What follows belongs to an exercise in optimizing a design on an open flow for small area; a production flow would make more cautious choices. In this exercise RTL edits were held to simulation tests only and were not proved equivalent to the original. No activity file was given, so power comes from the tool's default toggle rates.

--- flow/run.sh ---
#!/bin/bash
# standard layout with: an area-oriented ABC script in synthesis, the smallest
# buffer on the ports, and a lighter clock tree
set -euo pipefail
here=$(pwd)
export FLOW_SYNTH_TCL="$here/synth_recipe.tcl"
export AREA_ABC_SCRIPT="$here/flow/area.abc"
export BUFFER_PORTS_ARGS="-buffer_cell sky130_fd_sc_hd__buf_1"
export CTS_ARGS="-sink_clustering_enable -repair_clock_nets -dont_use_dummy_load -buf_list sky130_fd_sc_hd__clkbuf_8 -sink_clustering_size 16 -sink_clustering_max_diameter 100"
sed "s#SYNTH_SCRIPT=[^ ]*#SYNTH_SCRIPT=$here/flow/synth_area.tcl#" standard.sh > my_standard.sh
grep -q "SYNTH_SCRIPT=$here/flow/synth_area.tcl" my_standard.sh
bash my_standard.sh > make_flow.log 2>&1
--- flow/area.abc ---
&get -n
&st
&deepsyn -T 30 -S 1
&dch -f
&nf -R 1000
&put
--- flow/synth_area.tcl ---
# The standard synthesis script, with an area-oriented ABC script for
# the combinational mapping; registers and names are left as they are
proc abc {args} {
  set i [lsearch -exact $args -script]
  if {$i >= 0} { lset args [expr {$i + 1}] $::env(AREA_ABC_SCRIPT) }
  yosys abc {*}$args
}
source $::env(FLOW_SYNTH_TCL)
--- standard.sh ---
#!/bin/bash
# synth_recipe.tcl (not shown) runs the flow's synth.tcl, then flattens the netlist and writes it again
# the make line also repeats each setting of config.mk as NAME=value (left out here)
make -C /OpenROAD-flow-scripts/flow DESIGN_CONFIG=/design/flow/config.mk WORK_HOME=/design/flow/orfs CLKGATE_MAP_FILE= SYNTH_SCRIPT=/design/flow/synth_recipe.tcl "${@:-finish}"
--- config.mk ---
export PLATFORM = sky130hd
export DESIGN_NAME = fix_parser_top
export DESIGN_NICKNAME = fix_parser_top
export VERILOG_FILES = /design/flow/design.v
export SDC_FILE = /design/flow/constraint.sdc
export NUM_CORES = 4
export LEC_CHECK = 0
export CAP_MARGIN = 10
export CORE_MARGIN = 2
export CORE_UTILIZATION = 40
export GPL_TIMING_DRIVEN = 0
export SLEW_MARGIN = 10
--- constraint.sdc ---
create_clock -name core_clock -period 5.0 [get_ports {clk}]
set_input_delay 1.0000 -clock core_clock [delete_from_list [all_inputs] [get_ports {clk}]]
set_output_delay 1.0000 -clock core_clock [all_outputs]
set_load 0.01 [all_outputs]
--- design.v ---
package fix_pkg;
	typedef logic [4*8-1:0] fix_tag_t;
	typedef logic [32*8-1:0] fix_value_t;
	typedef logic [5:0] fix_len_t;
	typedef enum logic [1:0] {
		kind_tag   = 2'd0,
		kind_sep   = 2'd1,
		kind_value = 2'd2,
		kind_end   = 2'd3
	} fix_byte_kind_e;
endpackage
`timescale 1ns/1ps
module fix_parser_top (
	input  logic         clk,
	input  logic         rst,
	input  logic [7:0]   byte_i,
	input  logic         byte_valid_i,
	output logic         field_valid_o,
	output logic [31:0]  tag_o,
	output logic [255:0] value_o,
	output logic [5:0]   value_len_o,
	output logic         overflow_o,
	output logic         start_of_header_o,
	output logic         end_of_body_o,
	output logic         msg_done_o,
	output logic         checksum_ok_o,
	output logic [7:0]   checksum_calc_o,
	output logic [7:0]   checksum_recv_o
);
	logic [7:0] lex_byte;
	logic       lex_strobe;
	logic       value_mode;
	always_ff @(posedge clk) begin
		lex_byte <= byte_i;
		lex_strobe <= byte_valid_i && !rst;
	end
	logic act;
	logic is_soh;
	logic is_eq;
	logic tag_char;
	logic val_char;
	assign act = lex_strobe && !rst;
	assign is_soh = (lex_byte == 8'h01);
	assign is_eq = (lex_byte == 8'h3D);
	assign tag_char = act && !is_soh && !value_mode && !is_eq;
	assign val_char = act && !is_soh && value_mode;
	always_ff @(posedge clk) begin
		if (rst) begin
			value_mode <= 1'b0;
		end else if (lex_strobe) begin
			if (is_soh) begin
				value_mode <= 1'b0;
			end else if (is_eq) begin
				value_mode <= 1'b1;
			end
		end
	end
	logic clr;
	assign clr = field_valid_o || rst;
	logic tag_hold;
	logic tag_move;
	assign tag_hold = !tag_char && !clr;
	assign tag_move = tag_char && !clr;
	always_ff @(posedge clk) begin
		tag_o[31:8] <= (tag_o[31:8] & {24{tag_hold}}) | (tag_o[23:0] & {24{tag_move}});
		tag_o[7:0] <= (tag_o[7:0] & {8{tag_hold}}) | (lex_byte & {8{tag_char}});
	end
	logic [7:0] wr_data;
	assign wr_data = clr ? 8'd0 : lex_byte;
	logic [31:0] byte_we;
	always_comb begin
		for (int i = 0; i < 32; i++) begin
			byte_we[i] = val_char && !value_len_o[5] && value_len_o[4:0] == 5'(i);
		end
	end
	always_ff @(posedge clk) begin
		for (int i = 0; i < 32; i++) begin
			value_o[8*i +: 8] <= (value_o[8*i +: 8] & {8{!clr}}) | (lex_byte & {8{byte_we[i]}});
		end
	end
	always_ff @(posedge clk) begin
		if (clr) begin
			value_len_o <= '0;
			overflow_o <= 1'b0;
		end else if (val_char) begin
			if (value_len_o[5]) begin
				overflow_o <= 1'b1;
			end else begin
				value_len_o <= value_len_o + 6'd1;
			end
		end
	end
	logic tag_hdr;
	logic tag_trl;
	assign tag_hdr = (tag_o == 32'h00000038);
	assign tag_trl = (tag_o == 32'h00003130);
	always_ff @(posedge clk) begin
		field_valid_o <= act && is_soh;
		msg_done_o <= field_valid_o && tag_trl && !rst;
	end
	assign start_of_header_o = field_valid_o && tag_hdr;
	assign end_of_body_o = field_valid_o && tag_trl;
	logic [7:0] field_sum;
	logic [7:0] total;
	logic [7:0] sum_in;
	logic [7:0] sum_out;
	assign sum_in = is_soh ? total : lex_byte;
	assign sum_out = field_sum + sum_in;
	always_ff @(posedge clk) begin
		if (rst) begin
			field_sum <= 8'd1;
			total <= '0;
		end else if (lex_strobe) begin
			if (is_soh) begin
				field_sum <= 8'd1;
				if (field_valid_o || !tag_trl) begin
					total <= (tag_hdr && !field_valid_o) ? field_sum : sum_out;
				end
			end else begin
				field_sum <= sum_out;
			end
		end
	end
	assign checksum_calc_o = total - {7'd0, field_valid_o};
	logic [3:0] d0, d1, d2;
	assign d0 = value_o[3:0];
	assign d1 = value_o[11:8];
	assign d2 = value_o[19:16];
	logic digits_ok;
	assign digits_ok = (value_len_o[5:2] == 4'd0) &&
		(value_o[7:4] == 4'h3) && (d0 < 4'd10) &&
		(value_o[15:12] == 4'h3) && (d1 < 4'd10) &&
		(value_o[23:20] == 4'h3) && (d2 < 4'd10);
	logic [7:0] r;
	assign r = {d0, 6'd0} + {d0, 5'd0} + {d0, 2'd0} + {d1, 3'd0} + {d1, 1'd0} + d2;
	logic below_256;
	assign below_256 = (d0 < 4'd2) || (d0 == 4'd2 && (d1 < 4'd5 || (d1 == 4'd5 && d2 < 4'd6)));
	always_ff @(posedge clk) begin
		checksum_recv_o <= r;
		checksum_ok_o <= digits_ok && below_256 && (r == total);
	end
endmodule
==> results.tsv, run 1 <==
stage	metric	value	unit
synth	syn_area	0.0110	mm²
timing	hold_viol_final	0	
drt	wl_met1	15200	µm
grt	track_usage	22.3	%
critical_path	critPathSlowestCell	nor3_1	
critical_path	path_cells	buf_12, nor4b_1, nand2_1, nor3_1, a21o_1, ha_1, a21o_1, a21oi_1, o21bai_1, a21oi_1, o21bai_1, a21oi_1, xnor2_1, a22o_1	
hold_path	hold_class	register to register	
drt	drtAntennaViolNets	0	
place	pre_cts_ws	1.02	ns
finish	diodes	0	
place	dp_hpwl	23900	µm
synth	synthFlopType	dfxtp_1	
synth	yosysTopAreaCell	dfxtp_1	
floorplan	pin_count	327	
place	dp.cells	1595	
grt	grt_start_max_net_pins	38	
synth	synth_area_per_cell	12.1	µm²
synth	yosys_warnings	1	
timing	finClkSkew	0.0612	ns
timing	setup-violations-final	0	
synth	synth_most_common_cell	dfxtp_1	
critical_path	cp_top_family	compound AO/OA/AOI/OAI gates	
critical_path	r2r-start	lex_byte[0]$_DFF_P_	
critical_path	crit_fanout	26	
floorplan	dieArea	0.0289	mm²
timing	holdWs	0.412	ns
clocking	cts_tree	yes	
drt	firstDrtPassIters	5	
clocking	cts_hold_buf	0	
clocking	clock_sinks	332	
finish	fin_area	0.0134	mm²
grt	grt_pass1_wl	50800	µm
drt	drt_iter0_markers	575	
critical_path	critical_path.max_stage_delay	0.94	ns
drt	met2_wirelength	15100	µm
critical_path	worstSetupStartpointType	register	
critical_path	critPathKind	register to register	
clocking	htree_num_levels	1	
critical_path	ff2ff_setup_slack	0.95	ns
drt	vias	8858	
synth	yosys-top-cells-count	dfxtp_1, a22o_1, nor2_1, nand2_1, clkinv_1	
synth	synth_nets	957	
power_and_ir_drop	p_sw	0.957	mW
synth	synth_cell_types	38	
place	port_buffers	326	
drt	dr.max_layer_used	met4	
timing	clock.fmax	0.247	GHz
timing	finalCriticalPeriod	4.05	ns
timing	rsz0062_at_grt	false	
critical_path	crit_start	lex_byte[0]$_DFF_P_	
finish	final_cells	1619	
critical_path	crit_top_cell	a21oi_1	
timing	period_share	81.0	%
grt	grt_antenna_before_repair	0	
synth	ys_seq_elements	332	
power_and_ir_drop	intPower	3.15	mW
floorplan	die_x	170	µm
status	status	no timing/DRC/antenna violations	
floorplan	dieHeight	170	µm
power_and_ir_drop	seqPwrFrac	65.6	%
floorplan	initial_core_util	40.7	%
power_and_ir_drop	switching_share	23.3	%
clocking	root_buffer	clkbuf_8	
finish	fillers	2607	
timing	slew_viol_final	0	
clocking	ctsLongestPathBuffers	3	
drt	route.detailed.drc	0	
place	gp_congestion	0.781	
flow_run	max-cap-violations	0	
floorplan	design.core.area	0.0270	mm²
drt	vias_per_cell	5.47	
synth	synthTopCellsByArea	dfxtp_1, a22o_1, ha_1	
critical_path	cp.buffers_inverters	1	
critical_path	worstSetupEndpointType	register	
finish	drive_gt1_share	4.07	%
grt	grt_overflow	0	
power_and_ir_drop	power_frac_clock	30.2	%
power_and_ir_drop	ir_drop	0.000190	V
power_and_ir_drop	power_density	307	mW/mm²
critical_path	arrival	4.47	ns
hold_path	holdCritStartpoint	value_o[16]$_DFF_P_	
synth	synth_top_area_share	60.4	%
clocking	clk_latency	0.58	ns
drt	wl_met3	2580	µm
synth	async_reset_ff_share	0	%
clocking	clk_pin_slew_worst_paths	0.11	ns
timing	setup_slack	0.950	ns
clocking	cts_resized	0	
finish	synthToLayoutAreaGrowth	21.5	%
clocking	cts_setup_buffers	0	
drt	drt-total-wl	33700	µm
drt	wl_per_cell	20.8	µm
synth	syn_inst	912	
finish	nNetsFinal	1325	
grt	grt_pass1_vias	8395	
critical_path	cp_data_required_time	5.42	ns
synth	synth_edf_count	0	
floorplan	rows	60	
timing	worst_pin_slew	1.23	ns
clocking	cts_buffers	24	
place	dpl-instance-area	0.0130	mm²
timing	maxSlewHeadroom	17.5	%
power_and_ir_drop	p_comb_share	4.2	%
power_and_ir_drop	leakage	5.17	nW
synth	yosysSeqAreaShare	60.4	%
-- sequential cells by signal, summed over array words and instances, names as in the netlist --
signal	count
lex_strobe	1
field_sum	8
value_mode	1
field_valid_o	1
overflow_o	1
value_o	256
total	8
lex_byte	8
msg_done_o	1
checksum_recv_o	8
checksum_ok_o	1
tag_o	32
value_len_o	6
-- metrics by stage --
| stage | util (%) | TNS (ns) | power [mW] |
|---|---|---|---|
| floorplan | - | 0 | 2.83 |
| global placement | 46.9 | -288.87 | 2.89 |
| detailed placement | 48.3 | 0 | 2.93 |
| CTS | 49.5 | 0 | 4.15 |
| global route | 49.5 | 0 | 4.26 |
| finish | 49.5 | 0 | 4.11 |
-- final timing paths --
kind,depth (start not counted),end
setup / recovery,14,field_sum[7]$_SDFFE_PP0P_
hold / removal,0,checksum_recv_o[0]$_DFF_P_
setup reg to reg,14,field_sum[7]$_SDFFE_PP0P_
hold reg to reg,0,checksum_recv_o[0]$_DFF_P_
-- cells in the final DEF, fill, tap and decap left out, types with 9 or more instances in the layout --
master	Yosys	final
xnor2_1	12	12
ha_1	26	26
o21ai_0	17	17
dfxtp_1	332	324
nand2_1	47	47
clkbuf_8	0	24
buf_12	0	9
xor2_1	11	11
nor3_1	9	9
buf_1	0	326
nor2_1	48	46
a21oi_1	11	11
clkinv_1	35	35
a21o_1	9	9
a22o_1	285	285
-- per-layer routing --
metal / vias to the layer above / GRT usage, %
met5: - / 0
met4: 0 / 4.94
met3: 45 / 5.74
met2: 294 / 35.7
met1: 4317 / 30.3
li1: 4202 / -
-- cells by family (layout without fill, tap and decap cells) --
kind of cell | after synthesis | count (layout) | synth area share, %
xor gates and xnor gates | 23 | 23 | 1.83
adders and majority gates | 34 | 34 | 4.41
DFF | 332 | 332 | 60.4
buffers and inverters | 36 | 402 | 1.26
and+or+nand+nor | 145 | 145 | 6.17
AOI/OAI and AO/OA | 342 | 342 | 26.0
-- cell type report --
type | count | area [µm²] | share of cell area (%)
inverter | 35 | 131 | 0.982
tap | 341 | 427 | 3.19
sequential | 332 | 6660 | 49.8
clock buffer | 24 | 330 | 2.47
multi-input combinational | 544 | 4240 | 31.7
buffer | 1 | 7.51 | 0.0561
timing repair buffer | 342 | 1580 | 11.8
-- power groups by stage --
stage                     combinational, mW  clock [mW]  sequential (mW)
after floorplan                      0.0776           0             2.75
after global placement                0.109           0             2.78
after detailed placement              0.172           0             2.76
after CTS                             0.172        1.28             2.69
after global routing                  0.188        1.37             2.70
final                                 0.172        1.24             2.69
==> run 2, diff against run 1 <==
--- a/config.mk
+++ b/config.mk
@@ -5,8 +5,7 @@
 export SDC_FILE = /design/flow/constraint.sdc
 export NUM_CORES = 4
 export LEC_CHECK = 0
-export CAP_MARGIN = 10
+export CAP_MARGIN = 20
 export CORE_MARGIN = 2
 export CORE_UTILIZATION = 40
-export GPL_TIMING_DRIVEN = 0
-export SLEW_MARGIN = 10
+export SLEW_MARGIN = 20
==> results.tsv, run 2 <==
stage	metric	value	unit	change
floorplan	dieHeight	170	µm	unchanged
drt	drt-total-wl	34500	µm	+2.6%
grt	grt_start_max_net_pins	201		+430%
critical_path	critPathKind	register to register		
synth	yosysTopAreaCell	dfxtp_1		
grt	grt_pass1_wl	51200	µm	+0.87%
timing	holdWs	0.421	ns	+0.00899 ns
synth	synthTopCellsByArea	dfxtp_1, a22o_1, ha_1		
power_and_ir_drop	ir_drop	0.000170	V	-11%
hold_path	holdCritStartpoint	value_o[16]$_DFF_P_		
finish	regMostFlops	value_o		
synth	synth_compound_area_share	26.0	%	unchanged
clocking	cts_tree	yes		
place	dp.cells	1592		-0.19%
clocking	root_buffer	clkbuf_8		
clocking	cts_buffers	24		unchanged
timing	clock.fmax	0.296	GHz	+20%
critical_path	path_cells	nor4b_1, nand2_1, nor3_2, buf_4, a21o_1, ha_1, a21o_1, a21oi_1, o21bai_1, a21oi_1, o21bai_1, a21oi_1, xnor2_1, a22o_1		
floorplan	die_x	170	µm	unchanged
finish	multi_input_area	0.00424	mm²	unchanged
synth	synth_nets	957		unchanged
critical_path	cp_data_required_time	5.43	ns	about the same
synth	synth_top_area_share	60.4	%	unchanged
critical_path	crit_top_cell	a21oi_1		
status	status	no timing/DRC/antenna violations		
hold_path	hold_class	register to register		
synth	synth_cell_types	38		unchanged
drt	route.detailed.drc	0		unchanged
synth	synthSimpleGateAreaFrac	6.17	%	unchanged
synth	synthXorXnorAreaFrac	1.83	%	unchanged
clocking	htree_num_levels	1		unchanged
drt	drtAntennaViolNets	0		unchanged
synth	synth-adder-area-share	4.41	%	unchanged
floorplan	dieArea	0.0289	mm²	unchanged
clocking	cts_resized	0		unchanged
critical_path	crit_start	lex_byte[6]$_DFF_P_		
grt	track_usage	22.6	%	+0.34 points
drt	wl_per_cell	21.4	µm	+2.8%
place	pre_cts_ws	1.48	ns	+0.457 ns
finish	register_area	0.00666	mm²	unchanged
synth	yosysSeqAreaShare	60.4	%	unchanged
synth	synth.area.mux_share	0	%	unchanged
clocking	cts_setup_buffers	0		unchanged
synth	synth_top_family_by_area	compound AO/OA/AOI/OAI gates		
timing	period_share	67.5	%	-14 points
synth	syn_area	0.0110	mm²	unchanged
timing	fin_tns_setup	0	ns	unchanged
floorplan	rows	60		unchanged
synth	yosys_warnings	1		unchanged
synth	synthFlopType	dfxtp_1		
grt	grt_pass1_vias	8350		-0.54%
place	gp_congestion	0.802		+2.7%
finish	synthToLayoutAreaGrowth	19.2	%	
critical_path	crit_fanout	10		-62%
synth	synth_area_per_cell	12.1	µm²	unchanged
clocking	cts_hold_buf	0		unchanged
synth	synth_most_common_cell	dfxtp_1		
timing	slew_viol_final	0		unchanged
clocking	clk_latency	0.57	ns	about the same
synth	syn_inst	912		unchanged
floorplan	pin_count	327		unchanged
finish	drive_gt1_share	3.84	%	-0.23 points
critical_path	arrival	3.81	ns	-0.66 ns
floorplan	initial_core_util	40.7	%	unchanged
finish	final_cells	1616		-0.19%
finish	final_common_cell	buf_1		
timing	worst_pin_slew	0.909	ns	-0.319 ns
floorplan	design.core.area	0.0270	mm²	unchanged
grt	grt_overflow	0		unchanged
finish	final_cell_mix	buf_1, dfxtp_1, a22o_1, nand2_1, nor2_1		
finish	largest_reg_flops	256		unchanged
critical_path	critPathSlowestCell	nor4b_1		
finish	diodes	0		unchanged
critical_path	r2r-start	lex_byte[6]$_DFF_P_		
timing	setup-violations-final	0		unchanged
timing	finClkSkew	0.0525	ns	-0.00875 ns
clocking	clock_sinks	332		unchanged
grt	grt_antenna_before_repair	0		unchanged
synth	synth_edf_count	0		unchanged
timing	maxSlewHeadroom	38.6	%	+21 points
timing	setup_slack	1.63	ns	+0.675 ns
synth	ys_seq_elements	332		unchanged
clocking	clk_pin_slew_worst_paths	0.10	ns	about the same
clocking	ctsLongestPathBuffers	3		unchanged
power_and_ir_drop	total_power	4.07	mW	-1.0%
finish	top_regs	value_o (256), tag_o (32)		
critical_path	worstSetupEndpointType	register		
drt	vias	8972		+1.3%
critical_path	critical_path.max_stage_delay	0.79	ns	-0.15 ns
timing	finalCriticalPeriod	3.37	ns	-0.675 ns
finish	nNetsFinal	1322		-0.23%
finish	fillers	2582		-0.96%
timing	hold_viol_final	0		unchanged
power_and_ir_drop	leakage	5.06	nW	-2.0%
place	port_buffers	326		unchanged
synth	async_reset_ff_share	0	%	unchanged
synth	yosys-top-cells-count	dfxtp_1, a22o_1, nor2_1, nand2_1, clkinv_1		
place	dp_hpwl	22800	µm	-4.7%
critical_path	worstSetupStartpointType	register		
flow_run	max-cap-violations	0		unchanged
timing	rsz0062_at_grt	false		
drt	vias_per_cell	5.55		+1.5%
drt	drt_iter0_markers	519		-9.7%
power_and_ir_drop	power_density	310	mW/mm²	+0.87%
drt	firstDrtPassIters	7		+2
==> run 2: final timing paths <==
kind	slack (ns)	depth (start not counted)	to
hold / removal	0.42	0	checksum_recv_o[0]$_DFF_P_
setup reg to reg	1.63	14	field_sum[7]$_SDFFE_PP0P_
setup / recovery	1.63	14	field_sum[7]$_SDFFE_PP0P_
hold reg to reg	0.42	0	checksum_recv_o[0]$_DFF_P_
==> run 2: cell families after synthesis <==
logic type | Yosys count
xor gates and xnor gates | 23
and+or+nand+nor | 145
buffers and inverters | 36
adders and majority gates | 34
DFF | 332
AOI/OAI and AO/OA | 342
==> run 2: power by group <==
part,switching [mW],internal (mW)
registers,0.0134,2.66
logic,0.131,0.0413
clock network,0.793,0.431
total,0.937,3.13
==> run 2: stage by stage <==
step                util (%)  instance area (µm²)
floorplan                  -                11000
global placement        47.4                12800
detailed placement      47.4                12800
CTS                     48.6                13100
global route            48.6                13100
finish                  48.6                13100
==> run 2: area by class of cell <==
cell class              count  area share (%)
well taps                 341            3.25
clock buffers              24            2.52
flip-flops and latches    332            50.7
inverters                  35            1.00
multi-input cells         544            32.3
repair buffers            340            10.2
==> run 2: critical path: cells and delay by family, from the launching register on <==
kind	cells	cell delay (ns)
buffers and inverters	1	0.20
xor gates and xnor gates	1	0.11
and+or+nand+nor	3	1.10
DFF	1	0.33
adders and majority gates	1	0.22
AOI/OAI and AO/OA	8	1.31
==> run 2: per-layer routing <==
metal / track usage (%) / wire (µm) / vias up
met5: 0 / 0 / -
met4: 6.39 / 987 / 0
met3: 5.86 / 2790 / 56
met2: 36.9 / 15700 / 373
met1: 29.7 / 15100 / 4348
li1: - / - / 4195
==> run 3, diff against run 2 <==
==> flow/area.abc (replaced) <==
&get -n
&st
&dch -f
&nf -R 1000
&put
==> results.tsv, run 3 <==
stage	metric	value	unit	change
finish	final_cells	1673		+3.5%
synth	synth-adder-area-share	4.37	%	-0.039 points
timing	setup_slack	1.27	ns	-0.354 ns
synth	async_reset_ff_share	0	%	unchanged
synth	yosysSeqAreaShare	59.8	%	-0.54 points
finish	final_cell_mix	buf_1, dfxtp_1, a22o_1, nor2_1, nand2_1		
clocking	cts_tree	yes		
grt	grt_util_met3	4.83	%	-1.0 points
synth	yosys-top-cells-count	dfxtp_1, a22o_1, nor2_1, nand2_1, clkinv_1		
timing	holdWs	0.418	ns	-0.00227 ns
clocking	ctsLongestPathBuffers	3		unchanged
timing	finalCriticalPeriod	3.73	ns	+0.354 ns
power_and_ir_drop	total_power	4.10	mW	+0.93%
synth	syn_inst	929		+1.9%
finish	fin_area	0.0133	mm²	+1.4%
hold_path	hold_path_depth	0		unchanged
synth	synth_top_area_share	59.8	%	-0.54 points
timing	worst_pin_slew	1.06	ns	+0.147 ns
floorplan	die_x	171	µm	+0.44%
finish	diodes	0		unchanged
place	pre_cts_ws	1.27	ns	-0.204 ns
place	dpl-instance-area	0.0130	mm²	+1.4%
timing	rsz0062_at_grt	false		
critical_path	ff2ff_setup_slack	1.27	ns	-0.35 ns
grt	grt_start_max_net_pins	92		-54%
synth	synth_compound_area_share	25.0	%	-0.99 points
finish	drive_gt1_share	4.02	%	+0.17 points
place	dp_hpwl	22600	µm	-0.91%
floorplan	initial_core_util	40.3	%	-0.42 points
floorplan	dieHeight	171	µm	+0.44%
synth	yosysTopAreaCell	dfxtp_1		
flow_run	max-cap-violations	0		unchanged
drt	wl_per_cell	20.6	µm	-3.7%
drt	firstDrtPassIters	7		unchanged
critical_path	endpoint	checksum_ok_o$_DFF_P_		
drt	route.detailed.drc	0		unchanged
hold_path	hold_class	register to register		
synth	synth_nets	974		+1.8%
grt	grt_pass1_vias	8310		-0.48%
grt	grt_pass1_wl	51200	µm	about the same
timing	maxSlewHeadroom	29.1	%	-9.5 points
clocking	cts_buffers	24		unchanged
power_and_ir_drop	leakage	5.05	nW	-0.29%
critical_path	arrival	4.19	ns	+0.38 ns
clocking	cts_setup_buffers	0		unchanged
place	port_buffers	326		unchanged
timing	clock.fmax	0.268	GHz	-9.5%
synth	synth_top_family_by_area	compound AO/OA/AOI/OAI gates		
floorplan	rows	61		+1.7%
critical_path	crit_fanout	5		-5
power_and_ir_drop	ir_drop	0.000182	V	+6.9%
synth	synth_edf_count	0		unchanged
status	status	no timing/DRC/antenna violations		
critical_path	r2r_cells	11		-3
finish	fillers	2660		+3.0%
drt	drt_iter0_markers	694		+34%
finish	post-route-util	48.3	%	-0.27 points
grt	grt-busiest-layer	met2		
drt	drtAntennaViolNets	0		unchanged
synth	synth.area.mux_share	0.541	%	+0.54 points
clocking	clk_latency	0.57	ns	about the same
timing	setup-violations-final	0		unchanged
floorplan	design.core.area	0.0276	mm²	+1.9%
synth	synth_most_common_cell	dfxtp_1		
drt	drt-total-wl	34500	µm	-0.28%
critical_path	worstSetupEndpointType	register		
critical_path	critPathKind	register to register		
timing	finClkSkew	0.0464	ns	-0.00610 ns
clocking	root_buffer	clkbuf_8		
timing	fin_tns_setup	0	ns	unchanged
drt	vias_per_cell	5.42		-2.4%
synth	yosys_warnings	1		unchanged
critical_path	crit_start	value_o[1]$_DFF_P_		
finish	top_regs	value_o (256), tag_o (32)		
clocking	cts_hold_buf	0		unchanged
floorplan	dieArea	0.0291	mm²	+0.88%
synth	ys_seq_elements	332		unchanged
critical_path	reg2reg_to	checksum_ok_o$_DFF_P_		
critical_path	r2r-start	value_o[1]$_DFF_P_		
timing	hold_viol_final	0		unchanged
synth	synth_cell_types	36		-5.3%
timing	period_share	74.6	%	+7.1 points
synth	synthTopCellsByArea	dfxtp_1, a22o_1, ha_1		
synth	synth_area_per_cell	12.0	µm²	-0.95%
grt	grt_antenna_before_repair	0		unchanged
clocking	clock_sinks	332		unchanged
timing	slew_viol_final	0		unchanged
clocking	htree_num_levels	1		unchanged
synth	synthXorXnorAreaFrac	2.21	%	+0.38 points
synth	syn_area	0.0111	mm²	+0.90%
synth	synthSimpleGateAreaFrac	7.06	%	+0.89 points
finish	largest_reg_flops	256		unchanged
finish	regMostFlops	value_o		
grt	track_usage	22.5	%	-0.13 points
finish	nNetsFinal	1342		+1.5%
finish	synthToLayoutAreaGrowth	19.8	%	
floorplan	pin_count	327		unchanged
critical_path	cp_data_required_time	5.46	ns	+0.03 ns
place	dp.cells	1649		+3.6%
critical_path	worstSetupStartpointType	register		
grt	grt.met2_usage	35.3	%	-1.6 points
grt	grt_overflow	0		unchanged
finish	final_common_cell	buf_1		
grt	use_met1	31.1	%	+1.4 points
drt	vias	9061		+0.99%
place	gp_congestion	0.820		+2.3%
clocking	cts_resized	0		unchanged
clocking	clk_pin_slew_worst_paths	0.11	ns	about the same
power_and_ir_drop	power_density	308	mW/mm²	-0.45%
synth	synthFlopType	dfxtp_1		
-- run 3: cell types whose count changed after synthesis, moves of 5 or more --
| cell | delta |
|---|---|
| nor2_1 | +7 |
| a22oi_1 | -8 |
| a211oi_1 | +9 |
| o21ai_0 | +6 |
| a21o_1 | -7 |
| clkinv_1 | -7 |
| nand2b_1 | +7 |
| nand3_1 | +5 |
| nor4_1 | +5 |
| mux2i_1 | +6 |
-- run 3: kinds of logic after synthesis --
| group | count (synthesis) |
|---|---|
| compound gates | 335 |
| flops | 332 |
| simple gates | 165 |
| fa+ha+maj | 34 |
| buf+inv | 29 |
| xor+xnor | 28 |
| mux | 6 |
-- run 3: report_power, final --
| part | internal, mW | total, mW | switching (mW) |
|---|---|---|---|
| Clock | 0.431 | 1.24 | 0.812 |
| Combinational | 0.0477 | 0.190 | 0.142 |
| Sequential | 2.66 | 2.67 | 0.0144 |
-- run 3: critical path: stages, from the launching register on --
cell,delay [ns]
dfxtp_1,0.44
clkinv_1,0.20
fa_1,0.54
fa_1,0.51
clkinv_1,0.07
ha_1,0.21
fa_1,0.60
xnor2_1,0.15
nand3_1,0.13
nor4_1,0.35
o2111ai_1,0.18
nor3_1,0.23
-- run 3: area by class of cell --
type,count,area [µm²],area share [%]
Inverter,28,105,0.790
Timing Repair Buffer,343,1380,10.3
Clock buffer,24,330,2.48
Multi-Input combinational cell,568,4370,32.8
Sequential cell,332,6660,50.0
Tap cell,378,473,3.55
-- run 3: how the worst min path moves through the flow --
stage / startpoint / end / slack (ns)
6_report: value_o[16]$_DFF_P_ / checksum_recv_o[0]$_DFF_P_ / 0.42
5_1_grt: value_o[16]$_DFF_P_ / checksum_recv_o[0]$_DFF_P_ / 0.43
4_1_cts: value_o[16]$_DFF_P_ / checksum_recv_o[0]$_DFF_P_ / 0.42
3_5_place_dp: value_o[16]$_DFF_P_ / checksum_recv_o[0]$_DFF_P_ / 0.40
3_3_place_gp: value_o[16]$_DFF_P_ / checksum_recv_o[0]$_DFF_P_ / 0.40
2_1_floorplan: value_o[16]$_DFF_P_ / checksum_recv_o[0]$_DFF_P_ / 0.37
-- run 3: metal layers --
metal	up-vias	share of wire [%]
met5	-	0
met4	0	3.0
met2	340	46
li1	4259	-
met3	56	7.2
met1	4406	44
==> run 4, diff against run 3 <==
==> flow/area.abc (replaced) <==
&get -n
&st
&deepsyn -T 60 -S 2
&dch -f
&nf -R 1000
&put
==> flow/synth_area.tcl (replaced) <==
# The standard synthesis script, with the adders left to ABC (no
# extract_fa) and an area-oriented ABC script for the combinational mapping;
# registers and their names are left as they are
proc extract_fa {args} { puts "extract_fa skipped: adders are mapped by ABC" }
proc abc {args} {
  set i [lsearch -exact $args -script]
  if {$i >= 0} { lset args [expr {$i + 1}] $::env(AREA_ABC_SCRIPT) }
  yosys abc {*}$args
}
source $::env(FLOW_SYNTH_TCL)
--- a/config.mk
+++ b/config.mk
@@ -7,5 +7,5 @@
 export LEC_CHECK = 0
 export CAP_MARGIN = 20
 export CORE_MARGIN = 2
-export CORE_UTILIZATION = 40
+export CORE_UTILIZATION = 50
 export SLEW_MARGIN = 20
==> results.tsv, run 4 <==
stage	metric	value	unit	change
drt	route.detailed.drc	0		unchanged
critical_path	worstSetupEndpointType	output pin		
floorplan	design.core.area	0.0211	mm²	-23%
critical_path	crit_top_cell	nor3_1		
power_and_ir_drop	leakage	4.77	nW	-5.5%
floorplan	rows	53		-13%
clocking	cts_hold_buf	0		unchanged
timing	clock.fmax	0.290	GHz	+8.3%
critical_path	cp.buffers_inverters	1		-1
timing	maxSlewHeadroom	37.9	%	+8.8 points
synth	yosys_warnings	1		unchanged
place	dpl-instance-area	0.0125	mm²	-3.7%
hold_path	hold_class	register to register		
timing	fin_tns_setup	0	ns	unchanged
timing	period_share	68.9	%	-5.7 points
drt	vias_per_cell	5.78		+6.8%
clocking	clk_pin_slew_worst_paths	0.10	ns	about the same
power_and_ir_drop	total_power	4.07	mW	-0.71%
grt	grt_pass1_wl	48500	µm	-5.3%
grt	grt_antenna_before_repair	0		unchanged
timing	setup-violations-final	0		unchanged
finish	final_common_cell	buf_1		
floorplan	pin_count	327		unchanged
synth	syn_area	0.0108	mm²	-2.8%
finish	regMostFlops	value_o		
flow_run	max-cap-violations	0		unchanged
finish	largest_reg_flops	256		unchanged
floorplan	die_x	151	µm	-12%
timing	rsz0062_at_grt	false		
synth	synth_most_common_cell	dfxtp_1		
grt	grt_pass1_vias	8035		-3.3%
critical_path	cp_top_family	simple AND/OR/NAND/NOR gates		
drt	drt-total-wl	32900	µm	-4.6%
clocking	clock_sinks	332		unchanged
clocking	cts_resized	0		unchanged
synth	synth_nets	908		-6.8%
drt	wl_per_cell	21.4	µm	+4.0%
synth	async_reset_ff_share	0	%	unchanged
finish	drive_gt1_share	3.81	%	-0.21 points
critical_path	critical_path.max_stage_delay	0.60	ns	about the same
power_and_ir_drop	ir_drop	0.000202	V	+11%
finish	fin_area	0.0128	mm²	-3.6%
grt	track_usage	27.3	%	+4.8 points
synth	synthTopCellsByArea	dfxtp_1, a22o_1, xnor2_1		
synth	syn_inst	897		-3.4%
finish	top_regs	value_o (256), tag_o (32)		
finish	final_cells	1535		-8.2%
clocking	cts_setup_buffers	0		unchanged
critical_path	critPathSlowestCell	dfxtp_1		
power_and_ir_drop	power_density	318	mW/mm²	+3.0%
clocking	ctsLongestPathBuffers	3		unchanged
clocking	clk_latency	0.56	ns	about the same
synth	ys_seq_elements	332		unchanged
floorplan	dieHeight	151	µm	-12%
grt	grt_start_max_net_pins	132		+43%
place	gp_congestion	0.802		-2.2%
synth	yosys-top-cells-count	dfxtp_1, a22o_1, nor2_1, xnor2_1, nand2_1		
synth	synth_top_area_share	61.5	%	+1.7 points
grt	grt_overflow	0		unchanged
floorplan	initial_core_util	51.2	%	+11 points
finish	post-route-util	60.8	%	+13 points
synth	synth_cell_types	39		+8.3%
synth	yosysTopAreaCell	dfxtp_1		
critical_path	arrival	2.44	ns	-1.75 ns
synth	synth_area_per_cell	12.0	µm²	+0.68%
synth	synth_edf_count	0		unchanged
place	dp.cells	1511		-8.4%
timing	setup_slack	1.56	ns	+0.286 ns
finish	synthToLayoutAreaGrowth	18.8	%	
finish	nNetsFinal	1273		-5.1%
drt	firstDrtPassIters	5		-2
timing	slew_viol_final	0		unchanged
drt	drtAntennaViolNets	0		unchanged
drt	drt_iter0_markers	519		-25%
clocking	root_buffer	clkbuf_8		
timing	hold_viol_final	0		unchanged
critical_path	critPathKind	register to output pin		
timing	worst_pin_slew	0.924	ns	-0.131 ns
place	dp_hpwl	21100	µm	-6.5%
clocking	cts_buffers	24		unchanged
place	pre_cts_ws	1.69	ns	+0.419 ns
status	status	no timing/DRC/antenna violations		
timing	finalCriticalPeriod	3.44	ns	-0.286 ns
finish	diodes	0		unchanged
synth	synthFlopType	dfxtp_1		
critical_path	path_cells	nand2_1, nor3_1, nand2b_1, nor3_1, xnor2_1, buf_1		
critical_path	crit_fanout	9		+4
clocking	cts_tree	yes		
floorplan	dieArea	0.0228	mm²	-22%
finish	final_cell_mix	buf_1, dfxtp_1, a22o_1, nor2_1, xnor2_1		
critical_path	worstSetupStartpointType	register		
timing	finClkSkew	0.0316	ns	-0.0147 ns
drt	vias	8878		-2.0%
critical_path	cp_data_required_time	4.00	ns	-1.46 ns
timing	holdWs	0.421	ns	+0.00279 ns
clocking	htree_num_levels	1		unchanged
synth	yosysSeqAreaShare	61.5	%	+1.7 points
place	port_buffers	326		unchanged
## run 4: kinds of logic after synthesis
family / Yosys count / synth area share (%)
AOI/OAI and AO/OA: 354 / 27.0
xor gates and xnor gates: 43 / 3.49
adders and majority gates: 5 / 0.463
buffers and inverters: 16 / 0.591
DFF: 332 / 61.5
and+or+nand+nor: 147 / 6.89
## run 4: per-layer routing
metal | global-route usage (%) | up-vias | wire length, µm
met5 | 0 | - | 0
met4 | 6.64 | 0 | 686
met3 | 5.90 | 46 | 2390
met2 | 43.0 | 315 | 15200
met1 | 38.4 | 4348 | 14600
li1 | - | 4169 | -
## run 4: worst register-to-register path, delay by kind of cell (launching register included)
kind	cells	cell delay (ns)
AND/OR/NAND/NOR	5	1.26
flip-flops	1	0.33
AO/OA/AOI/OAI	7	1.19
XOR/XNOR	2	0.35
## run 4: final timing paths
path                                     end  slack (ns)  depth (start not counted)                  start
setup reg to reg   field_sum[7]$_SDFFE_PP0P_        1.78                         14    lex_byte[5]$_DFF_P_
hold reg to reg   checksum_recv_o[0]$_DFF_P_        0.42                          0    value_o[16]$_DFF_P_
hold / removal    checksum_recv_o[0]$_DFF_P_        0.42                          0    value_o[16]$_DFF_P_
setup / recovery          checksum_calc_o[6]        1.56                          6  field_valid_o$_DFF_P_
## run 4: cell type report
cell class                      count  area [µm²]
Fill cell                        1868        8260
Multi-Input combinational cell    549        4100
Timing Repair Buffer              340        1340
Tap cell                          275         344
Inverter                           15        56.3
Sequential cell                   332        6660
Clock buffer                       24         330
## run 4: report_power, final
part | switching (mW) | internal [mW] | leakage [nW]
clock | 0.798 | 0.432 | 0.173
combinational | 0.131 | 0.0411 | 1.92
sequential | 0.0149 | 2.66 | 2.68
total | 0.944 | 3.13 | 4.77
==> run 5, diff against run 4 <==
--- a/config.mk
+++ b/config.mk
@@ -7,5 +7,5 @@
 export LEC_CHECK = 0
 export CAP_MARGIN = 20
 export CORE_MARGIN = 2
-export CORE_UTILIZATION = 50
+export CORE_UTILIZATION = 40
 export SLEW_MARGIN = 20
==> results.tsv, run 5 <==
stage	metric	value	unit	change
place	port_buffers	326		unchanged
critical_path	critical_path.max_stage_delay	0.59	ns	about the same
drt	vias_per_cell	5.53		-4.4%
floorplan	design.core.area	0.0267	mm²	+27%
drt	wl_per_cell	21.3	µm	-0.40%
finish	final_common_cell	buf_1		
drt	drt-total-wl	34200	µm	+3.9%
critical_path	crit_fanout	9		unchanged
hold_path	holdCritStartpoint	value_o[16]$_DFF_P_		
flow_run	max-cap-violations	0		unchanged
synth	yosys-top-cells-count	dfxtp_1, a22o_1, nor2_1, xnor2_1, nand2_1		
hold_path	hold_class	register to register		
finish	final_cell_mix	buf_1, dfxtp_1, a22o_1, nor2_1, xnor2_1		
finish	diodes	0		unchanged
critical_path	path_cells	nand2_1, nor3_1, nand2b_1, nor4_1, xor2_1, buf_1		
clocking	cts_buffers	24		unchanged
timing	hold_viol_final	0		unchanged
grt	grt_pass1_vias	8506		+5.9%
critical_path	reg2reg_to	field_sum[7]$_SDFFE_PP0P_		
synth	yosysSeqAreaShare	61.5	%	unchanged
floorplan	rows	60		+13%
critical_path	endpoint	checksum_calc_o[7]		
timing	rsz0062_at_grt	false		
power_and_ir_drop	ir_drop	0.000204	V	+1.2%
drt	drtAntennaViolNets	0		unchanged
timing	setup-violations-final	0		unchanged
status	status	no timing/DRC/antenna violations		
synth	async_reset_ff_share	0	%	unchanged
place	pre_cts_ws	1.54	ns	-0.149 ns
synth	synth_area_per_cell	12.0	µm²	unchanged
synth	synthFlopType	dfxtp_1		
critical_path	worstSetupEndpointType	output pin		
timing	finClkSkew	0.0480	ns	+0.0164 ns
grt	grt_pass1_wl	51700	µm	+6.7%
clocking	cts_hold_buf	0		unchanged
drt	route.detailed.drc	0		unchanged
timing	setup_slack	1.57	ns	+0.0137 ns
clocking	cts_tree	yes		
clocking	clk_latency	0.58	ns	+0.02 ns
clocking	cts_setup_buffers	0		unchanged
floorplan	die_x	168	µm	+11%
drt	drt_iter0_markers	532		+2.5%
critical_path	r2r-start	lex_byte[5]$_DFF_P_		
finish	synthToLayoutAreaGrowth	19.5	%	
grt	track_usage	23.2	%	-4.1 points
synth	yosysTopAreaCell	dfxtp_1		
timing	slew_viol_final	0		unchanged
critical_path	r2r_cells	14		unchanged
clocking	htree_num_levels	1		unchanged
critical_path	critPathSlowestCell	dfxtp_1		
finish	largest_reg_flops	256		unchanged
critical_path	ff2ff_setup_slack	1.63	ns	-0.15 ns
timing	fin_tns_setup	0	ns	unchanged
synth	synthTopCellsByArea	dfxtp_1, a22o_1, xnor2_1		
drt	vias	8862		-0.18%
synth	synth_nets	908		unchanged
finish	post-route-util	48.3	%	-13 points
floorplan	initial_core_util	40.4	%	-11 points
finish	nNetsFinal	1274		+0.079%
clocking	ctsLongestPathBuffers	3		unchanged
power_and_ir_drop	power_density	317	mW/mm²	-0.20%
drt	firstDrtPassIters	5		unchanged
place	gp_congestion	0.818		+1.9%
synth	ys_seq_elements	332		unchanged
clocking	root_buffer	clkbuf_8		
timing	worst_pin_slew	1.06	ns	+0.136 ns
power_and_ir_drop	leakage	4.77	nW	about the same
place	dp_hpwl	21600	µm	+2.6%
timing	period_share	68.6	%	-0.27 points
synth	syn_inst	897		unchanged
synth	syn_area	0.0108	mm²	unchanged
critical_path	arrival	2.43	ns	about the same
finish	drive_gt1_share	3.89	%	+0.076 points
finish	regMostFlops	value_o		
grt	grt_overflow	0		unchanged
critical_path	crit_start	field_valid_o$_DFF_P_		
critical_path	critPathKind	register to output pin		
grt	grt_start_max_net_pins	105		-20%
synth	synth_top_area_share	61.5	%	unchanged
synth	synth_most_common_cell	dfxtp_1		
clocking	clock_sinks	332		unchanged
finish	top_regs	value_o (256), tag_o (32)		
critical_path	worstSetupStartpointType	register		
clocking	clk_pin_slew_worst_paths	0.11	ns	about the same
synth	synth_edf_count	0		unchanged
synth	yosys_warnings	1		unchanged
timing	maxSlewHeadroom	29.3	%	-8.6 points
grt	grt_antenna_before_repair	0		unchanged
timing	clock.fmax	0.292	GHz	+0.40%
synth	synth_cell_types	39		unchanged
critical_path	cp_data_required_time	4.00	ns	about the same
floorplan	dieArea	0.0283	mm²	+24%
timing	finalCriticalPeriod	3.43	ns	-0.0137 ns
floorplan	pin_count	327		unchanged
clocking	cts_resized	0		unchanged
floorplan	dieHeight	168	µm	+11%
[run 5: where the power goes]
part	switching, mW	internal [mW]
combinational	0.135	0.0400
sequential	0.0146	2.66
clock	0.813	0.432
total	0.962	3.13
[run 5: through the flow]
stage	power (mW)	instances	hold slack, ns	area [µm²]
2_1_floorplan	2.83	897	0.376	10800
3_3_place_gp	2.91	1578	0.401	12600
3_5_place_dp	2.91	1578	0.400	12600
4_1_cts	4.13	1602	0.415	12900
5_1_grt	4.24	1602	0.449	12900
6_report	4.09	1602	0.415	12900
[run 5: worst max-delay path: cells and delay by family (launching register included)]
kind / cells / cell delay (ns)
flip-flops: 1 / 0.59
buffers and inverters: 1 / 0.16
XOR/XNOR: 1 / 0.18
AND/OR/NAND/NOR: 4 / 0.91
[run 5: worst min-delay path by stage]
stage                                            end  slack [ns]  depth (start not counted)
after floorplan           checksum_recv_o[0]$_DFF_P_        0.38                          0
after global placement    checksum_recv_o[0]$_DFF_P_        0.40                          0
after detailed placement  checksum_recv_o[0]$_DFF_P_        0.40                          0
after CTS                 checksum_recv_o[0]$_DFF_P_        0.41                          0
after global routing      checksum_recv_o[0]$_DFF_P_        0.45                          0
final                     checksum_recv_o[0]$_DFF_P_        0.41                          0
[run 5: kinds of logic (layout without fill, tap and decap cells)]
group | Yosys count | count (layout) | synth area share, %
compound gates | 354 | 354 | 27.0
flops | 332 | 332 | 61.5
simple gates | 147 | 147 | 6.89
xor+xnor | 43 | 43 | 3.49
buf+inv | 16 | 380 | 0.591
fa+ha+maj | 5 | 5 | 0.463
[run 5: layout make-up]
| type | count | area (µm²) |
|---|---|---|
| timing repair buffer | 341 | 1340 |
| inverter | 15 | 56.3 |
| sequential | 332 | 6660 |
| tap | 341 | 427 |
| clock buffer | 24 | 330 |
| multi-input combinational | 549 | 4100 |
| fill | 2561 | 13800 |
[run 5: metal layers]
| metal | track usage (%) | vias up | wire length (µm) |
|---|---|---|---|
| met5 | 0 | - | 0 |
| met4 | 6.11 | 0 | 718 |
| met3 | 5.88 | 42 | 2610 |
| met2 | 36.5 | 304 | 15200 |
| met1 | 31.7 | 4341 | 15700 |
| li1 | - | 4175 | - |
==> run 6, diff against run 5 <==
--- a/config.mk
+++ b/config.mk
@@ -5,7 +5,7 @@
 export SDC_FILE = /design/flow/constraint.sdc
 export NUM_CORES = 4
 export LEC_CHECK = 0
-export CAP_MARGIN = 20
+export CAP_MARGIN = 5
 export CORE_MARGIN = 2
 export CORE_UTILIZATION = 40
-export SLEW_MARGIN = 20
+export SLEW_MARGIN = 5
==> results.tsv, run 6 <==
stage	metric	value	unit	change
status	status	no timing/DRC/antenna violations		
clocking	cts_tree	yes		
floorplan	dieArea	0.0283	mm²	unchanged
critical_path	crit_start	field_valid_o$_DFF_P_		
timing	finalCriticalPeriod	3.43	ns	unchanged
power_and_ir_drop	power_density	317	mW/mm²	unchanged
critical_path	reg2reg_to	field_sum[7]$_SDFFE_PP0P_		
timing	fin_tns_setup	0	ns	unchanged
place	gp_congestion	0.818		unchanged
finish	drive_gt1_share	3.89	%	unchanged
synth	synth_top_area_share	61.5	%	unchanged
drt	drt-total-wl	34200	µm	unchanged
timing	finClkSkew	0.0480	ns	unchanged
clocking	root_buffer	clkbuf_8		
synth	synthFlopType	dfxtp_1		
finish	largest_reg_flops	256		unchanged
clocking	cts_buffers	24		unchanged
finish	synthToLayoutAreaGrowth	19.5	%	unchanged
flow_run	max-cap-violations	0		unchanged
hold_path	hold_path_depth	0		unchanged
grt	track_usage	23.2	%	unchanged
power_and_ir_drop	ir_drop	0.000204	V	unchanged
timing	clock.fmax	0.292	GHz	unchanged
floorplan	pin_count	327		unchanged
drt	vias_per_cell	5.53		unchanged
clocking	clock_sinks	332		unchanged
drt	vias	8862		unchanged
floorplan	dieHeight	168	µm	unchanged
timing	rsz0062_at_grt	false		
floorplan	initial_core_util	40.4	%	unchanged
grt	grt_overflow	0		unchanged
finish	final_cells	1602		unchanged
synth	syn_area	0.0108	mm²	unchanged
critical_path	crit_fanout	9		unchanged
finish	fin_area	0.0129	mm²	unchanged
clocking	cts_resized	0		unchanged
clocking	cts_hold_buf	0		unchanged
grt	grt_pass1_wl	51700	µm	unchanged
synth	synthTopCellsByArea	dfxtp_1, a22o_1, xnor2_1		
place	port_buffers	326		unchanged
drt	drtAntennaViolNets	0		unchanged
power_and_ir_drop	leakage	4.77	nW	unchanged
timing	worst_pin_slew	1.06	ns	unchanged
drt	firstDrtPassIters	5		unchanged
synth	syn_inst	897		unchanged
place	pre_cts_ws	1.54	ns	unchanged
synth	yosysSeqAreaShare	61.5	%	unchanged
critical_path	path_cells	nand2_1, nor3_1, nand2b_1, nor4_1, xor2_1, buf_1		
place	dpl-instance-area	0.0126	mm²	unchanged
critical_path	endpoint	checksum_calc_o[7]		
synth	yosys-top-cells-count	dfxtp_1, a22o_1, nor2_1, xnor2_1, nand2_1		
floorplan	design.core.area	0.0267	mm²	unchanged
finish	fillers	2561		unchanged
timing	maxSlewHeadroom	29.3	%	unchanged
grt	grt_pass1_vias	8506		unchanged
critical_path	critical_path.max_stage_delay	0.59	ns	about the same
drt	drt_iter0_markers	532		unchanged
critical_path	r2r-start	lex_byte[5]$_DFF_P_		
timing	slew_viol_final	0		unchanged
clocking	clk_latency	0.58	ns	about the same
grt	grt_antenna_before_repair	0		unchanged
floorplan	rows	60		unchanged
drt	route.detailed.drc	0		unchanged
finish	regMostFlops	value_o		
synth	async_reset_ff_share	0	%	unchanged
critical_path	worstSetupStartpointType	register		
timing	setup_slack	1.57	ns	unchanged
finish	nNetsFinal	1274		unchanged
place	dp_hpwl	21600	µm	unchanged
grt	grt_start_max_net_pins	105		unchanged
hold_path	hold_class	register to register		
timing	holdWs	0.415	ns	unchanged
critical_path	critPathKind	register to output pin		
finish	final_cell_mix	buf_1, dfxtp_1, a22o_1, nor2_1, xnor2_1		
synth	synth_most_common_cell	dfxtp_1		
critical_path	arrival	2.43	ns	about the same
synth	yosys_warnings	1		unchanged
synth	synth_edf_count	0		unchanged
critical_path	cp_data_required_time	4.00	ns	about the same
synth	synth_area_per_cell	12.0	µm²	unchanged
drt	wl_per_cell	21.3	µm	unchanged
power_and_ir_drop	total_power	4.09	mW	unchanged
finish	final_common_cell	buf_1		
finish	top_regs	value_o (256), tag_o (32)		
synth	synth_nets	908		unchanged
critical_path	worstSetupEndpointType	output pin		
synth	yosysTopAreaCell	dfxtp_1		
floorplan	die_x	168	µm	unchanged
timing	period_share	68.6	%	unchanged
finish	diodes	0		unchanged
synth	ys_seq_elements	332		unchanged
clocking	ctsLongestPathBuffers	3		unchanged
critical_path	r2r_cells	14		unchanged
critical_path	ff2ff_setup_slack	1.63	ns	about the same
finish	post-route-util	48.3	%	unchanged
clocking	clk_pin_slew_worst_paths	0.11	ns	about the same
synth	synth_cell_types	39		unchanged
clocking	htree_num_levels	1		unchanged
place	dp.cells	1578		unchanged
timing	setup-violations-final	0		unchanged
critical_path	critPathSlowestCell	dfxtp_1		
clocking	cts_setup_buffers	0		unchanged
timing	hold_viol_final	0		unchanged
run 6: kinds of logic (layout without fill, tap and decap cells):
logic type	after synthesis	count (layout)	share of synthesized area, %
flip-flops	332	332	61.5
AO/OA/AOI/OAI	354	354	27.0
XOR/XNOR	43	43	3.49
buffers and inverters	16	380	0.591
adder cells (fa/ha/maj)	5	5	0.463
AND/OR/NAND/NOR	147	147	6.89
run 6: metal layers:
| layer | GRT usage (%) | vias to the layer above | share of wire, % |
|---|---|---|---|
| met4 | 6.11 | 0 | 2.1 |
| met3 | 5.88 | 42 | 7.6 |
| met1 | 31.7 | 4341 | 46 |
| li1 | - | 4175 | - |
| met2 | 36.5 | 304 | 44 |
| met5 | 0 | - | 0 |
run 6: worst min path at each step:
stage	from	to	slack, ns
after global routing	value_o[16]$_DFF_P_	checksum_recv_o[0]$_DFF_P_	0.45
final	value_o[16]$_DFF_P_	checksum_recv_o[0]$_DFF_P_	0.41
after detailed placement	value_o[16]$_DFF_P_	checksum_recv_o[0]$_DFF_P_	0.40
after global placement	value_o[16]$_DFF_P_	checksum_recv_o[0]$_DFF_P_	0.40
after floorplan	value_o[16]$_DFF_P_	checksum_recv_o[0]$_DFF_P_	0.38
after CTS	value_o[16]$_DFF_P_	checksum_recv_o[0]$_DFF_P_	0.41
run 6: area by class of cell:
type | instances | area [µm²] | area share, %
Inverter | 15 | 56.3 | 0.436
Multi-Input combinational cell | 549 | 4100 | 31.8
Tap cell | 341 | 427 | 3.31
Sequential cell | 332 | 6660 | 51.6
Timing Repair Buffer | 341 | 1340 | 10.4
Clock buffer | 24 | 330 | 2.56
run 6: worst max-delay path: cells and delay by family (launching register included):
family,cells,cell delay (ns)
xor+xnor,1,0.18
buf+inv,1,0.16
simple gates,4,0.91
flops,1,0.59
run 6: power breakdown:
group / total, mW / internal [mW] / switching [mW]
registers: 2.67 / 2.66 / 0.0146
clock network: 1.24 / 0.432 / 0.813
logic: 0.175 / 0.0400 / 0.135
total: 4.09 / 3.13 / 0.962

## afterwards: timing with drivers on the ports
Ports are ideal in the flow. The routed layouts listed here were re-timed in OpenROAD.
Step 1 sets driving cells, clkbuf_16 on the clock port and buf_2 on the other inputs (assumed; they add their load-dependent delay and slew).
Step 2 times the ports against the registers' clock, not the clock port: input delays grow and output delays shrink by t, the midpoint of the rising clock arrivals with the driver on.
a / b / c = ideal ports / drivers / drivers and shift; a / b = the first two.
| run | shift t [ns] | setup slack, ns | hold WS [ns] | worst setup path after step 2 | pins driven straight from the clock port |
|---|---|---|---|---|---|
| run 1 | 0.596 | 0.950 / 0.950 / 0.950 | 0.412 / 0.412 / 0.412 | register to register | 1 |
| run 2 | 0.583 | 1.625 / 1.625 / 1.446 | 0.421 / 0.421 / 0.421 | input to register | 1 |
| run 3 | 0.594 | 1.271 / 1.271 / 1.217 | 0.418 / 0.418 / 0.418 | input to register | 1 |
| run 4 | 0.593 | 1.557 / 1.512 / 1.641 | 0.421 / 0.421 / 0.421 | input to register | 1 |
| run 5 | 0.612 | 1.571 / 1.520 / 1.523 | 0.415 / 0.415 / 0.415 | input to register | 1 |
| run 6 | 0.612 | 1.571 / 1.520 / 1.523 | 0.415 / 0.415 / 0.415 | input to register | 1 |
After both steps every run listed still meets setup and hold. The setup slack of run 2, which loses most, moves by 0.000 ns with the drivers and by -0.179 ns with both steps.
